Source: an optimization exercise on an open RTL-to-GDS flow (aim: small area). Production flows keep margins and buffers that such runs may drop. Only simulation tests tie the RTL to the original design; equivalence was not proved. Power and IR drop assume default switching activity.

Setup of lane 1:
Design box_office_top, start of the top module:
module box_office_top (
    input  logic        clk,
    input  logic        rst_n,
    input  logic        load_i,
    input  logic [45:0] load_data_i,
    input  logic [2:0]  press_i,
    input  logic [7:0]  switch_i,
    input  logic        pin_valid_i,
    input  logic [19:0] pin_i,
    input  logic        vip_member_i,
    input  logic [2:0]  vip_day_i,
    input  logic [19:0] vip_pin_i,
    input  logic [4:0]  vip_off_i,
    output logic [2:0]  state_o,
    output logic [45:0] movie_data_o,
    output logic        vip_ok_o,
    output logic [9:0]  price_o,
    output logic [5:0]  ticket_id_o,
    output logic        ticket_valid_o
);
For scale: about 1,300 cells after synthesis, about 500 flip-flops, roughly 180 I/O pins.
==> module box_office_top, before the edit <==
module box_office_top (
    input  logic        clk,
    input  logic        rst_n,
    input  logic        load_i,
    input  logic [45:0] load_data_i,
    input  logic [2:0]  press_i,
    input  logic [7:0]  switch_i,
    input  logic        pin_valid_i,
    input  logic [19:0] pin_i,
    input  logic        vip_member_i,
    input  logic [2:0]  vip_day_i,
    input  logic [19:0] vip_pin_i,
    input  logic [4:0]  vip_off_i,
    output logic [2:0]  state_o,
    output logic [45:0] movie_data_o,
    output logic        vip_ok_o,
    output logic [9:0]  price_o,
    output logic [5:0]  ticket_id_o,
    output logic        ticket_valid_o
);
    logic [45:0] table_q [8];    
    logic [3:0]  count_q;        
    logic        rd_done_q;      
    logic        wr_done_q;      
    logic        loaded_q;       
    logic [2:0]  index_q;
    logic        pend_q;
    logic        redo_q;
    logic        rec_valid_q;
    logic        req_q;          
    logic [45:0] wdata_q;        
    logic        issue_q;        
    logic        from_pin_q;     
    logic        fetch_q;
    logic done, accept, load_ok, wr_acc;
    assign done    = rd_done_q | wr_done_q;
    assign accept  = (req_q | pend_q) & ~done;
    assign wr_acc  = accept & req_q;            
    assign load_ok = load_i & ~count_q[3];
    logic [45:0] wd;
    assign wd = load_ok ? load_data_i : wdata_q;
    logic [7:0] we;
    always_comb begin
        for (int i = 0; i < 8; i++) begin
            we[i] = load_ok ? (count_q[2:0] == 3'(i))
                            : (wr_acc && (4'(i) < count_q) && (table_q[i][45:40] == wdata_q[45:40]));
        end
    end
    always_ff @(posedge clk) begin
        for (int i = 0; i < 8; i++) begin
            if (we[i]) table_q[i] <= wd;
        end
    end
    logic step_next, step_back, refetch, take;
    assign step_next = (press_i == 3'd0) && ({1'b0, index_q} + 4'd1 < count_q);
    assign step_back = (press_i == 3'd3) && (index_q != 3'd0);
    assign refetch   = (count_q != 4'd0) && (step_next || step_back || fetch_q || loaded_q);
    assign take      = rd_done_q && !redo_q && !refetch;
    logic [45:0] rd;
    assign rd = table_q[index_q];
    always_ff @(posedge clk or negedge rst_n) begin
        if (!rst_n) begin
            count_q     <= '0;
            rd_done_q   <= 1'b0;
            wr_done_q   <= 1'b0;
            loaded_q    <= 1'b0;
            index_q     <= '0;
            pend_q      <= 1'b0;
            redo_q      <= 1'b0;
            rec_valid_q <= 1'b0;
            vip_ok_o    <= 1'b0;
        end else begin
            rd_done_q <= accept & ~req_q;
            wr_done_q <= wr_acc;
            loaded_q  <= load_ok;
            if (load_ok) count_q <= count_q + 4'd1;
            if (step_next) index_q <= index_q + 3'd1;
            else if (step_back) index_q <= index_q - 3'd1;
            if (refetch) begin
                pend_q      <= 1'b1;
                redo_q      <= pend_q && !rd_done_q;
                rec_valid_q <= 1'b0;
                vip_ok_o    <= 1'b0;
            end else if (rd_done_q) begin
                redo_q <= 1'b0;
                if (take) begin
                    pend_q      <= 1'b0;
                    rec_valid_q <= 1'b1;
                    vip_ok_o    <= vip_member_i && (rd[22:20] == vip_day_i);
                end
            end
        end
    end
    logic [7:0]  rsel;
    logic [45:0] rec_d;
    always_comb begin
        for (int i = 0; i < 8; i++) rsel[i] = take && (index_q == 3'(i));
        rec_d = movie_data_o & {46{!take}};
        for (int i = 0; i < 8; i++) rec_d = rec_d | (table_q[i] & {46{rsel[i]}});
    end
    always_ff @(posedge clk or negedge rst_n) begin
        if (!rst_n) movie_data_o <= '0;
        else movie_data_o <= rec_d;
    end
    logic [9:0]  list_price;
    logic [14:0] vip_product;
    assign list_price  = movie_data_o[34:25];
    assign vip_product = list_price * vip_off_i;
    assign ticket_valid_o = wr_done_q;
    always_ff @(posedge clk or negedge rst_n) begin
        if (!rst_n) begin
            req_q       <= 1'b0;
            ticket_id_o <= 6'd1;
            price_o     <= '0;
        end else begin
            if (issue_q) req_q <= 1'b1;
            else if (wr_done_q) req_q <= 1'b0;
            if (wr_done_q) ticket_id_o <= (ticket_id_o == 6'd63) ? 6'd1 : ticket_id_o + 6'd1;
            if (issue_q) price_o <= from_pin_q ? vip_product[14:5] : list_price;
        end
    end
    always_ff @(posedge clk) begin
        wdata_q <= {movie_data_o[45:10], movie_data_o[9:5] - 5'd1, movie_data_o[4:0]};
    end
    logic [2:0] state_d;
    always_comb begin
        state_d = state_o;
        case (state_o)
            3'd0: if (press_i == 3'd2 && rec_valid_q) state_d = (movie_data_o[9:5] == 5'd0) ? 3'd1 : 3'd2;
            3'd1: if (press_i == 3'd2 || press_i == 3'd1) state_d = 3'd0;
            3'd2: begin
                if (press_i == 3'd2) state_d = vip_ok_o ? 3'd3 : 3'd6;
                else if (press_i == 3'd1 || press_i == 3'd4) state_d = 3'd0;
            end
            3'd3: if (press_i == 3'd2) begin
                if (switch_i == 8'h01) state_d = 3'd6;
                else if (switch_i == 8'h02) state_d = 3'd4;
            end
            3'd4: if (pin_valid_i) state_d = (pin_i == vip_pin_i) ? 3'd6 : 3'd5;
            3'd5: begin
                if (press_i == 3'd2) state_d = 3'd4;
                else if (press_i == 3'd1) state_d = 3'd3;
            end
            3'd6: if (wr_done_q) state_d = 3'd7;
            default: if (press_i != 3'd7) state_d = 3'd0;
        endcase
    end
    always_ff @(posedge clk or negedge rst_n) begin
        if (!rst_n) begin
            state_o    <= 3'd0;
            fetch_q    <= 1'b0;
            issue_q    <= 1'b0;
            from_pin_q <= 1'b0;
        end else begin
            state_o    <= state_d;
            fetch_q    <= (state_o == 3'd7) && (state_d == 3'd0);
            issue_q    <= (state_d == 3'd6) && (state_o != 3'd6);
            from_pin_q <= (state_o == 3'd4);
        end
    end
endmodule
==> flow/config.mk <==
export PLATFORM = sky130hd
export DESIGN_NAME = box_office_top
export DESIGN_NICKNAME = box_office_top
export VERILOG_FILES = /design/flow/design.v
export SDC_FILE = /design/flow/constraint.sdc
export NUM_CORES = 4
export LEC_CHECK = 0
export CAP_MARGIN = 20
export CORE_MARGIN = 2
export CORE_UTILIZATION = 40
export SLEW_MARGIN = 20
==> flow/constraint.sdc <==
create_clock -name core_clock -period 6.0 [get_ports {clk}]
set_input_delay 1.2000 -clock core_clock [delete_from_list [all_inputs] [get_ports {clk}]]
set_output_delay 1.2000 -clock core_clock [all_outputs]
set_load 0.01 [all_outputs]
standard.sh (not shown) runs the stock make flow with config.mk's settings and CLKGATE_MAP_FILE= SYNTH_SCRIPT=/design/flow/synth_recipe.tcl, a recipe that flattens the netlist after the stock synthesis.
==> flow/flow/run.sh <==
#!/bin/bash
# Own layout flow: the standard ORFS flow (standard.sh) with these changes:
#  - synthesis maps the logic with an area-oriented ABC script (flow/area.abc)
#    and leaves adders to ABC (ADDER_MAP_FILE empty); the registers and
#    everything before technology mapping are the standard synthesis's
#  - ports are buffered with sky130_fd_sc_hd__buf_1
#  - CTS clusters sinks more coarsely and inserts no dummy loads
# Tool output goes to flow_make.log here and to ORFS's logs under orfs/logs.
set -euo pipefail
W=$(pwd)

export BUFFER_PORTS_ARGS="-buffer_cell sky130_fd_sc_hd__buf_1"
export CTS_ARGS="-sink_clustering_enable -repair_clock_nets -dont_use_dummy_load -sink_clustering_size 16 -sink_clustering_max_diameter 80 -buf_list sky130_fd_sc_hd__clkbuf_8"

# ORFS synthesis with only the ABC script swapped
grep -q 'log_cmd abc {\*}$abc_args' "$FLOW_HOME/scripts/synth.tcl"
sed 's|log_cmd abc {\*}$abc_args|log_cmd abc {*}[lreplace $abc_args 0 1 -script '"$W"'/flow/area.abc]|' \
    "$FLOW_HOME/scripts/synth.tcl" > "$W/own_synth_body.tcl"
grep -q 'source $::env(SCRIPTS_DIR)/synth.tcl' synth_recipe.tcl
sed 's|source $::env(SCRIPTS_DIR)/synth.tcl|source '"$W"'/own_synth_body.tcl|' synth_recipe.tcl > "$W/own_synth.tcl"
grep -q 'SYNTH_SCRIPT=' standard.sh
sed -e 's|SYNTH_SCRIPT=[^ ]*|SYNTH_SCRIPT='"$W"'/own_synth.tcl ADDER_MAP_FILE=|' standard.sh > "$W/own_standard.sh"

bash "$W/own_standard.sh" > "$W/flow_make.log" 2>&1
==> flow/flow/area.abc <==
strash
dc2
dch -f
amap
strash
dch -f
amap
strash
dch -f
amap
topo
### lane 1 -> lane 2
--- a/flow/design.v
+++ b/flow/design.v
@@ -79,5 +79,8 @@
     logic        rec_valid_q;
     logic        req_q;          
-    logic [45:0] wdata_q;        
+    logic [2:0]  rec_ptr_q;      
+    logic        rec_vld_q;      
+    logic        rec_old_q;      
+    logic [45:0] snap_q;         
     logic        issue_q;        
     logic        from_pin_q;     
@@ -89,10 +92,12 @@
     assign load_ok = load_i & ~count_q[3];
     logic [45:0] wd;
-    assign wd = load_ok ? load_data_i : wdata_q;
-    logic [7:0] we;
+    logic [45:0] wdata;
+    assign wdata = {snap_q[45:10], snap_q[9:5] - 5'd1, snap_q[4:0]};
+    assign wd = load_ok ? load_data_i : wdata;
+    logic [7:0] we, hit;
     always_comb begin
         for (int i = 0; i < 8; i++) begin
-            we[i] = load_ok ? (count_q[2:0] == 3'(i))
-                            : (wr_acc && (4'(i) < count_q) && (table_q[i][45:40] == wdata_q[45:40]));
+            hit[i] = (4'(i) < count_q) && (table_q[i][45:40] == snap_q[45:40]);
+            we[i]  = load_ok ? (count_q[2:0] == 3'(i)) : (wr_acc && hit[i]);
         end
     end
@@ -107,6 +112,6 @@
     assign refetch   = (count_q != 4'd0) && (step_next || step_back || fetch_q || loaded_q);
     assign take      = rd_done_q && !redo_q && !refetch;
-    logic [45:0] rd;
-    assign rd = table_q[index_q];
+    logic [2:0] rd_day;
+    assign rd_day = table_q[index_q][22:20];
     always_ff @(posedge clk or negedge rst_n) begin
         if (!rst_n) begin
@@ -137,19 +142,30 @@
                     pend_q      <= 1'b0;
                     rec_valid_q <= 1'b1;
-                    vip_ok_o    <= vip_member_i && (rd[22:20] == vip_day_i);
+                    vip_ok_o    <= vip_member_i && (rd_day == vip_day_i);
                 end
             end
         end
     end
-    logic [7:0]  rsel;
-    logic [45:0] rec_d;
+    logic [7:0] osel;
+    logic       keep_old;
     always_comb begin
-        for (int i = 0; i < 8; i++) rsel[i] = take && (index_q == 3'(i));
-        rec_d = movie_data_o & {46{!take}};
-        for (int i = 0; i < 8; i++) rec_d = rec_d | (table_q[i] & {46{rsel[i]}});
-    end
-    always_ff @(posedge clk or negedge rst_n) begin
-        if (!rst_n) movie_data_o <= '0;
-        else movie_data_o <= rec_d;
+        for (int i = 0; i < 8; i++) osel[i] = rec_vld_q && !rec_old_q && (rec_ptr_q == 3'(i));
+        movie_data_o = snap_q & {46{rec_old_q}};
+        for (int i = 0; i < 8; i++) movie_data_o = movie_data_o | (table_q[i] & {46{osel[i]}});
+    end
+    assign keep_old = wr_acc && !load_ok && |(osel & hit);
+    always_ff @(posedge clk or negedge rst_n) begin
+        if (!rst_n) begin
+            rec_vld_q <= 1'b0;
+            rec_old_q <= 1'b0;
+        end else if (take) begin
+            rec_vld_q <= 1'b1;
+            rec_old_q <= 1'b0;
+        end else if (keep_old) begin
+            rec_old_q <= 1'b1;
+        end
+    end
+    always_ff @(posedge clk) begin
+        if (take) rec_ptr_q <= index_q;
     end
     logic [9:0]  list_price;
@@ -171,5 +187,5 @@
     end
     always_ff @(posedge clk) begin
-        wdata_q <= {movie_data_o[45:10], movie_data_o[9:5] - 5'd1, movie_data_o[4:0]};
+        if (issue_q || keep_old) snap_q <= movie_data_o;
     end
     logic [2:0] state_d;
Notes after the runs:
- Wire length in lane 2 is 510 um above lane 1.
- Run comparison: lane 1 launch point of the critical path vip_off_i[4]; lane 2 launch point of the critical path rec_old_q$_DFFE_PN0P_
- Lane 1 -> lane 2: instance count on the critical path increased by more than 10%
- Total non-filler cell area in the finished layout on lane 2 is down relative to lane 1.
- register to register as the type of the worst setup path was reported by lane 2, and input port to register by lane 1.
- In lane 2, power share of the clock group is higher than in lane 1.
- Against lane 1, count of state elements after synthesis in lane 2 fell by a little under 10%.
- The hold-critical path depth number comes out lower for lane 1 vs lane 2.
- Changes observed in lane 2 relative to lane 1: design internal power dropped about 16%; register share of total power shrank by 6.3 points; routability congestion estimate from global placement now smaller.
- Lane 2 vs lane 1 on post-synthesis compound-gate area fraction: lane 2 is the higher one.
- Comparing lane 2 with lane 1, the wire length of the first global-routing pass came out essentially unchanged.

-- re-timing with driven ports --
How much do the figures lean on ideal ports? The routed layouts below were timed once more, with nothing changed but the port constraints. Step 1, drivers: a clkbuf_16 drives clk and a buf_2 each remaining input, both assumed. Step 2, shift: input delay + t, output delay - t, t = (earliest + latest rising clock arrival at the registers) / 2. This alone moves slack from input paths to output paths. a / b / c = ideal / step 1 / step 2; a / b = the first two.
run	t (ns)	setup slack, ns	worst hold slack (ns)	worst setup path at the end	worst data-port slew with drivers (ns)
lane 1	0.644	0.802 / 0.822 / 0.178	0.408 / 0.408 / 0.408	input to register	0.06
lane 2	0.639	0.492 / 0.492 / 0.449	0.452 / 0.452 / 0.452	input to register	0.07
After both steps setup and hold are still met in every run listed. For lane 1, which loses most, drivers alone change the setup slack by +0.020 ns; drivers and shift together by -0.624 ns.
